What follows belongs to an exercise in optimizing a design on an open flow for small area; a production flow would make more cautious choices. Function was checked by simulation only, so behaviour that the tests miss may differ from the original. In this run the design's own scripts or RTL, not TritonCTS, make the clock network. The clock input has no modelled driver; a real chip could not lean on it and would need a root buffer or a full tree. Power is estimated from default activity; no workload was simulated.

## flow/config.mk

```make
export PLATFORM = sky130hd
export DESIGN_NAME = psum_collector
export DESIGN_NICKNAME = psum_collector
export VERILOG_FILES = /design/flow/design.v
export SDC_FILE = /design/flow/constraint.sdc
export NUM_CORES = 4
export LEC_CHECK = 0
export CAP_MARGIN = 20
export CORE_MARGIN = 2
export CORE_UTILIZATION = 75
export SLEW_MARGIN = 20
```

## flow/constraint.sdc

```tcl
create_clock -name core_clock -period 5.0 [get_ports {clk}]
set_input_delay 1.0000 -clock core_clock [delete_from_list [all_inputs] [get_ports {clk}]]
set_output_delay 1.0000 -clock core_clock [all_outputs]
set_load 0.01 [all_outputs]
```

## flow/design.v

```verilog
module psum_collector #(
    parameter int DATA_WIDTH = 16,
    parameter int X_dim      = 5,
    parameter int NUM_ITER   = 5
) (
    input  logic                          clk,
    input  logic                          reset,
    input  logic [X_dim*DATA_WIDTH-1:0]   pe_out_flat,
    input  logic                          compute_done,
    output logic [DATA_WIDTH-1:0]         out_data,
    output logic                          out_valid,
    input  logic                          out_ready,
    output logic                          out_last,
    output logic [$clog2(NUM_ITER+1)-1:0] iter_count,
    output logic                          overflow
);
    localparam int IW = $clog2(NUM_ITER + 1);
    localparam int CW = (X_dim > 1) ? $clog2(X_dim) : 1;
    localparam int RW = (NUM_ITER > 1) ? $clog2(NUM_ITER) : 1;
    localparam logic [CW-1:0] LAST_COL = CW'(X_dim - 1);
    localparam logic [RW-1:0] LAST_ROW = RW'(NUM_ITER - 1);
    logic [DATA_WIDTH-1:0] pe_out [X_dim];
    for (genvar g = 0; g < X_dim; g++) begin : g_unpack
        assign pe_out[g] = pe_out_flat[g*DATA_WIDTH +: DATA_WIDTH];
    end
    logic                  done_q;
    logic                  cap;
    logic                  valid;
    logic                  ovf;
    logic [2:0]            cnt;
    logic [2:0]            cnt_inc;
    logic [X_dim-1:0]      col;
    logic                  take;
    logic                  col_wrap;
    logic                  cnt_wrap;
    logic                  shift;
    logic [DATA_WIDTH-1:0] rows [NUM_ITER][X_dim];
    assign cap      = compute_done & ~done_q;
    assign take     = valid & out_ready;
    assign col_wrap = col[X_dim-1];
    assign cnt_wrap = cnt[2];
    assign shift    = valid ? (out_ready & col_wrap) : cap;
    always_comb begin
        case (cnt)
            3'd0:    cnt_inc = 3'd1;
            3'd1:    cnt_inc = 3'd2;
            3'd2:    cnt_inc = 3'd3;
            3'd3:    cnt_inc = 3'd4;
            default: cnt_inc = 3'd0;
        endcase
    end
    always_ff @(posedge clk) begin
        if (shift) begin
            for (int r = 0; r < NUM_ITER - 1; r++)
                for (int c = 0; c < X_dim; c++) rows[r][c] <= rows[r+1][c];
            for (int c = 0; c < X_dim; c++) rows[NUM_ITER-1][c] <= pe_out[X_dim-1-c];
        end
    end
    always_ff @(posedge clk) begin
        if (!reset) begin
            done_q <= 1'b0;
            valid  <= 1'b0;
            ovf    <= 1'b0;
            cnt    <= '0;
        end else begin
            done_q <= compute_done;
            if (shift) begin
                cnt <= cnt_inc;
                if (cnt_wrap) valid <= ~valid;
            end
            if (valid && cap) ovf <= 1'b1;
        end
    end
    always_ff @(posedge clk) begin
        if (!valid) col <= X_dim'(1);
        else if (out_ready) col <= {col[X_dim-2:0], col[X_dim-1]};
    end
    always_comb begin
        out_data = '0;
        for (int c = 0; c < X_dim; c++) out_data |= {DATA_WIDTH{col[c]}} & rows[0][c];
    end
    assign out_valid  = valid;
    assign out_last   = valid & cnt_wrap & col_wrap;
    assign iter_count = valid ? 3'd5 : cnt;
    assign overflow   = ovf;
endmodule
```

## flow/flow/run.sh

```bash
#!/bin/bash
# Standard layout with the smallest port buffers and a two-level inverter clock tree
# (flow/cts_tree.tcl) in place of TritonCTS.
set -euo pipefail
here=$(pwd)
bash standard.sh "BUFFER_PORTS_ARGS=-buffer_cell sky130_fd_sc_hd__buf_1" "PRE_CTS_TCL=$here/flow/cts_tree.tcl" finish > standard.log 2>&1
```

## flow/flow/cts_tree.tcl

```tcl
# Sourced by ORFS's cts.tcl as PRE_CTS_TCL. Builds a two-level inverter clock tree in place of
# TritonCTS: the clock port drives NROOT root inverters, each root drives the leaf inverters of
# its region, and each leaf drives a compact cluster of at most MAX_SINKS flip-flop clock pins.
# Two inversions on every path keep the clock's polarity; every register is two cells deep.
set NROOT 4
set MAX_SINKS 36
set ROOT_CELL sky130_fd_sc_hd__inv_4
set LEAF_CELL sky130_fd_sc_hd__inv_12

set block [ord::get_db_block]
set db [ord::get_db]
set clk_net [$block findNet clk]

set sinks {}
foreach it [$clk_net getITerms] {
  set inst [$it getInst]
  set box [$inst getBBox]
  set x [expr {([$box xMin] + [$box xMax]) / 2}]
  set y [expr {([$box yMin] + [$box yMax]) / 2}]
  lappend sinks [list $x $y $it]
}
puts "cts_tree: [llength $sinks] clock sinks; $NROOT x $ROOT_CELL, leaves $LEAF_CELL of at most $MAX_SINKS sinks"

# Split a list of {x y ...} items into n groups of near-equal size by recursive bisection,
# each cut across the longer side of the items' bounding box.
proc split_to_count {items n} {
  if {$n <= 1} { return [list $items] }
  set xs [lmap i $items {lindex $i 0}]
  set ys [lmap i $items {lindex $i 1}]
  set w [expr {[tcl::mathfunc::max {*}$xs] - [tcl::mathfunc::min {*}$xs]}]
  set h [expr {[tcl::mathfunc::max {*}$ys] - [tcl::mathfunc::min {*}$ys]}]
  set k [expr {$w >= $h ? 0 : 1}]
  set sorted [lsort -integer -index $k $items]
  set na [expr {$n / 2}]
  set cut [expr {int(round(double([llength $sorted]) * $na / $n))}]
  return [concat [split_to_count [lrange $sorted 0 [expr {$cut - 1}]] $na] \
                 [split_to_count [lrange $sorted $cut end] [expr {$n - $na}]]]
}

proc split_to_size {items max} {
  return [split_to_count $items [expr {([llength $items] + $max - 1) / $max}]]
}

proc centroid {items} {
  set sx 0; set sy 0
  foreach i $items { set sx [expr {$sx + [lindex $i 0]}]; set sy [expr {$sy + [lindex $i 1]}] }
  set n [llength $items]
  return [list [expr {$sx / $n}] [expr {$sy / $n}]]
}

proc add_cell {block master name x y} {
  set inst [odb::dbInst_create $block $master $name]
  set w [$master getWidth]
  set h [$master getHeight]
  $inst setLocation [expr {$x - $w / 2}] [expr {$y - $h / 2}]
  $inst setPlacementStatus PLACED
  return $inst
}

set root_master [$db findMaster $ROOT_CELL]
set leaf_master [$db findMaster $LEAF_CELL]
set nleaf 0
set r 0
foreach region [split_to_count $sinks $NROOT] {
  lassign [centroid $region] rx ry
  set root [add_cell $block $root_master "clktree_root_$r" $rx $ry]
  set root_net [odb::dbNet_create $block "clknet_root_$r"]
  $root_net setSigType CLOCK
  [$root findITerm A] connect $clk_net
  [$root findITerm Y] connect $root_net
  foreach cluster [split_to_size $region $MAX_SINKS] {
    lassign [centroid $cluster] lx ly
    set leaf [add_cell $block $leaf_master "clktree_leaf_$nleaf" $lx $ly]
    set leaf_net [odb::dbNet_create $block "clknet_leaf_$nleaf"]
    $leaf_net setSigType CLOCK
    [$leaf findITerm A] connect $root_net
    [$leaf findITerm Y] connect $leaf_net
    foreach s $cluster {
      set it [lindex $s 2]
      $it disconnect
      $it connect $leaf_net
    }
    incr nleaf
  }
  incr r
}
$clk_net setSigType CLOCK
puts "cts_tree: $r root and $nleaf leaf inverters"
global_connect

set_propagated_clock [all_clocks]

# The tree above replaces TritonCTS; the rest of cts.tcl (legalisation, timing repair) still runs.
# repair_clock_inverters would clone the leaf inverters next to every register, so it is
# skipped too.
rename clock_tree_synthesis tritoncts_clock_tree_synthesis
proc clock_tree_synthesis {args} {
  puts "cts_tree: clock tree already built, skipping clock_tree_synthesis $args"
}
rename repair_clock_inverters orfs_repair_clock_inverters
proc repair_clock_inverters {args} {
  puts "cts_tree: keeping the leaf inverters, skipping repair_clock_inverters $args"
}
```

## flow/standard.sh

```bash
#!/bin/bash
# synth_recipe.tcl (not shown) runs the flow's synth.tcl, then flattens the netlist and writes it again
# the make line also repeats each setting of config.mk as NAME=value (left out here)
make -C /OpenROAD-flow-scripts/flow DESIGN_CONFIG=/design/flow/config.mk WORK_HOME=/design/flow/orfs CLKGATE_MAP_FILE= SYNTH_SCRIPT=/design/flow/synth_recipe.tcl "${@:-finish}"
```

==> key figures <==
Pwr
  • Tot Pwr: 5.29 mW
  • Max IR drop VDD: 0.313 mV
  • Leak: 4.39 nW
  • Power Density: 383 nW/um^2

Placement
  • GP Congestion: 0.755
  • IO Port Bufs: 105
  • Placed cell count: 825
  • Post-DP HPWL: 9890 um

Global route
  • Total gr overflow: 0
  • Number of global-route vias before repair: 4,605
  • Antenna violations before repair: 0
  • GRT Total Usage: 18.1%
  • Largest net degree at the start of global routing: 127
  • First-pass GRT wire length: 24,700 um

Worst setup path
  • CP max stage cell: nand2_8
  • Worst R2R Start: col[4]
  • Delay-heaviest family, CP: simple AND/OR/NAND/NOR gates
  • CP arrival: 3.11 ns
  • Worst Setup SP: out_ready
  • Worst path cell trace: buf_1 > nand3_1 > nand2_8 > buf_12
  • CP max FO: 126
  • Critical path class: input pin to flip-flop
  • Startpoint types: input pin
  • CP bufs+invs: 2
  • Critical Path End Type: flip-flop
  • Slowest stage delay, CP: 0.82 ns
  • WP data required: 4.90 ns

Drt
  • Avg Vias per Cell: 5.76
  • WL met1: 6610 um
  • Highest routed layer: met4
  • Routed wire per std cell: 19.7 um
  • Met2 WL: 8860 um
  • Total Wirelength: 16,600 um
  • Via Count: 4,841
  • Met3 wire len: 757 um
  • Detailed-route DRC error count: 0
  • DRT antenna net count: 0
  • Initial detailed-routing violation count: 430
  • DR pass1 iterations: 8

Timing
  • Tmin final: 3.22 ns
  • Slew Limit Fails: 0
  • Rel. slew slack: 36.6%
  • Final setup fails: 0
  • Final worst path period share: 64.4%
  • Achievable frequency: 0.311 GHz
  • Layout Skew: 0.0103 ns
  • Pin slew with the least headroom to its limit: 0.950 ns
  • Final setup TNS: 0 ns
  • Final hold viol count: 0
  • Unrepaired setup endpoints after global routing: false

Hold path
  • Hold Path Class: flip-flop to flip-flop
  • Hold Path Origin: rows[9][10]

Clocking
  • Latest clock arrival within the worst-skew pair: 0.22 ns
  • Resize count post-CTS: 0
  • CTS Hold Bufs: 0
  • Post-CTS setup buffers: 0
  • Reg clk slew, reported paths: 0.11 ns

Synthesis
  • Combinational family with the most area after synthesis: compound AO/OA/AOI/OAI gates
  • Complex-gate fraction of the synthesized area: 2.78%
  • #FFs+latches synth: 411
  • Top-count cell post-synth: edfxtp_1
  • Cell taking the most area after synthesis: edfxtp_1
  • Largest cells by area after synthesis: edfxtp_1, dfxtp_1, a222oi_1, a22oi_1, nand2_1
  • Syn Nets: 593
  • Seq/Total Area, Yosys: 95.1%
  • Post-synth EDFFs: 400
  • Post-Syn Instances: 509
  • Post-synth top flop: edfxtp_1
  • Synth Warn #: 3
  • Avg Cell Area, Syn: 25.3 um^2
  • Mapped Area: 12,900 um^2
  • Xor/xnor share of the synthesized area: 0%
  • Post-synthesis adder-cell area fraction: 0%
  • Most instantiated cells after synthesis: edfxtp_1, nand2_1, a222oi_1, a22oi_1, dfxtp_1
  • Unique masters post-synth: 25
  • Post-synth ARST share: 0%
  • Multiplexer share of the synthesized area: 0.311%
  • Simple-gate share of the synthesized area: 1.36%
  • Area share of the largest cell type after synthesis: 93.4%

Status
  • Outcome: complete, no violations

Final layout
  • N_diodes: 0
  • Layout area overhead: 7.26%
  • Nets: 707
  • Share of layout cells above drive strength 1: 3.70%
  • Fin cells: 841

Floorplan
  • Core area: 16,700 um^2
  • Rows: 47
  • Die X: 135 um
  • Die area: 18,200 um^2
  • # IOs: 106
  • Initial Util: 77.0%
  • DIE HEIGHT: 135 um

Run
  • Max_cap viols: 0
[where the power goes]
group          total [mW]  internal (mW)  switching (mW)
registers            4.05           4.00          0.0545
logic               0.141         0.0378           0.103
clock network        1.09          0.140           0.952
total                5.29           4.18            1.11
[per-stage QoR]
| step | hold slack [ns] | utilization, % | cell area [um^2] | worst slack, ns |
|---|---|---|---|---|
| after floorplan | 0.400 | - | 12900 | 0.367 |
| after global placement | 0.400 | 81.3 | 13600 | 1.76 |
| after detailed placement | 0.405 | 81.3 | 13600 | 1.62 |
| after CTS | 0.429 | 82.6 | 13800 | 1.82 |
| after global routing | 0.432 | 82.6 | 13800 | 1.63 |
| final | 0.425 | 82.6 | 13800 | 1.78 |
[sequential cells by signal, indices dropped and copies added, names as in the netlist]
register,flops
done_q,1
ovf,1
rows,400
cnt,3
col,5
valid,1
[final cells by class]
type | count | area (um^2)
well taps | 220 | 275
multi-input cells | 83 | 589
fillers | 735 | 2900
inverters | 18 | 228
repair buffers | 109 | 474
flip-flops and latches | 411 | 12200
[cell usage in the layout (no fill, tap or decap), drive strengths merged]
master,synthesis,layout
edfxtp,400,400
buf,4,109
nand2,19,19
inv,2,18
a222oi,16,16
a22oi,16,16
dfxtp,11,11
nor2b,7,7
mux2i,4,4
nand3,3,3
a21boi,3,3
nor2,2,2
o21ai,2,2
a21oi,2,2
a211o,2,2
or3b,1,1
or2,1,1
and3,1,1
or4b,1,1
o22ai,1,1
and2,1,1
a211oi,1,1
[kinds of logic (layout without fill, tap and decap cells)]
kind of cell	after synthesis	count (layout)
AOI/OAI and AO/OA	43	43
buffers and inverters	15	127
DFF	411	411
muxes	4	4
and+or+nand+nor	36	36
[path summary, 6_finish.rpt]
path,to,slack (ns),depth (start not counted)
max,rows[16][2],1.78,4
min,rows[4][10],0.43,0
max reg2reg,rows[16][2],1.86,3
min reg2reg,rows[4][10],0.43,0
[metal layers]
metal / global-route usage [%] / up-vias
met5: 0 / -
met3: 1.50 / 24
met1: 25.4 / 2386
met2: 32.3 / 162
li1: - / 2269
met4: 3.82 / 0

-- separate check: timing with driven ports --
In the flow no input, the clock included, has a driving cell. The finished layout below was timed again as built, in two steps.
Step 1: set_driving_cell puts a clkbuf_16 on clk and a buf_2 on each other input, an assumption about the parent block.
Step 2 also shifts input and output timing later by t, the mid clock arrival at the registers, as if the neighbouring blocks saw the same clock.
Slacks: ideal ports / drivers / drivers and shift; pairs: ideal ports / drivers.
t, ns: 0.316
setup WS [ns]: 1.782 / 1.851 / 1.536
worst hold slack (ns): 0.425 / 0.425 / 0.425
worst data-port slew with drivers (ns): 0.06
After both steps setup and hold are still met in this run. The setup slack of this run moves by +0.069 ns with the drivers and by -0.246 ns with both steps.
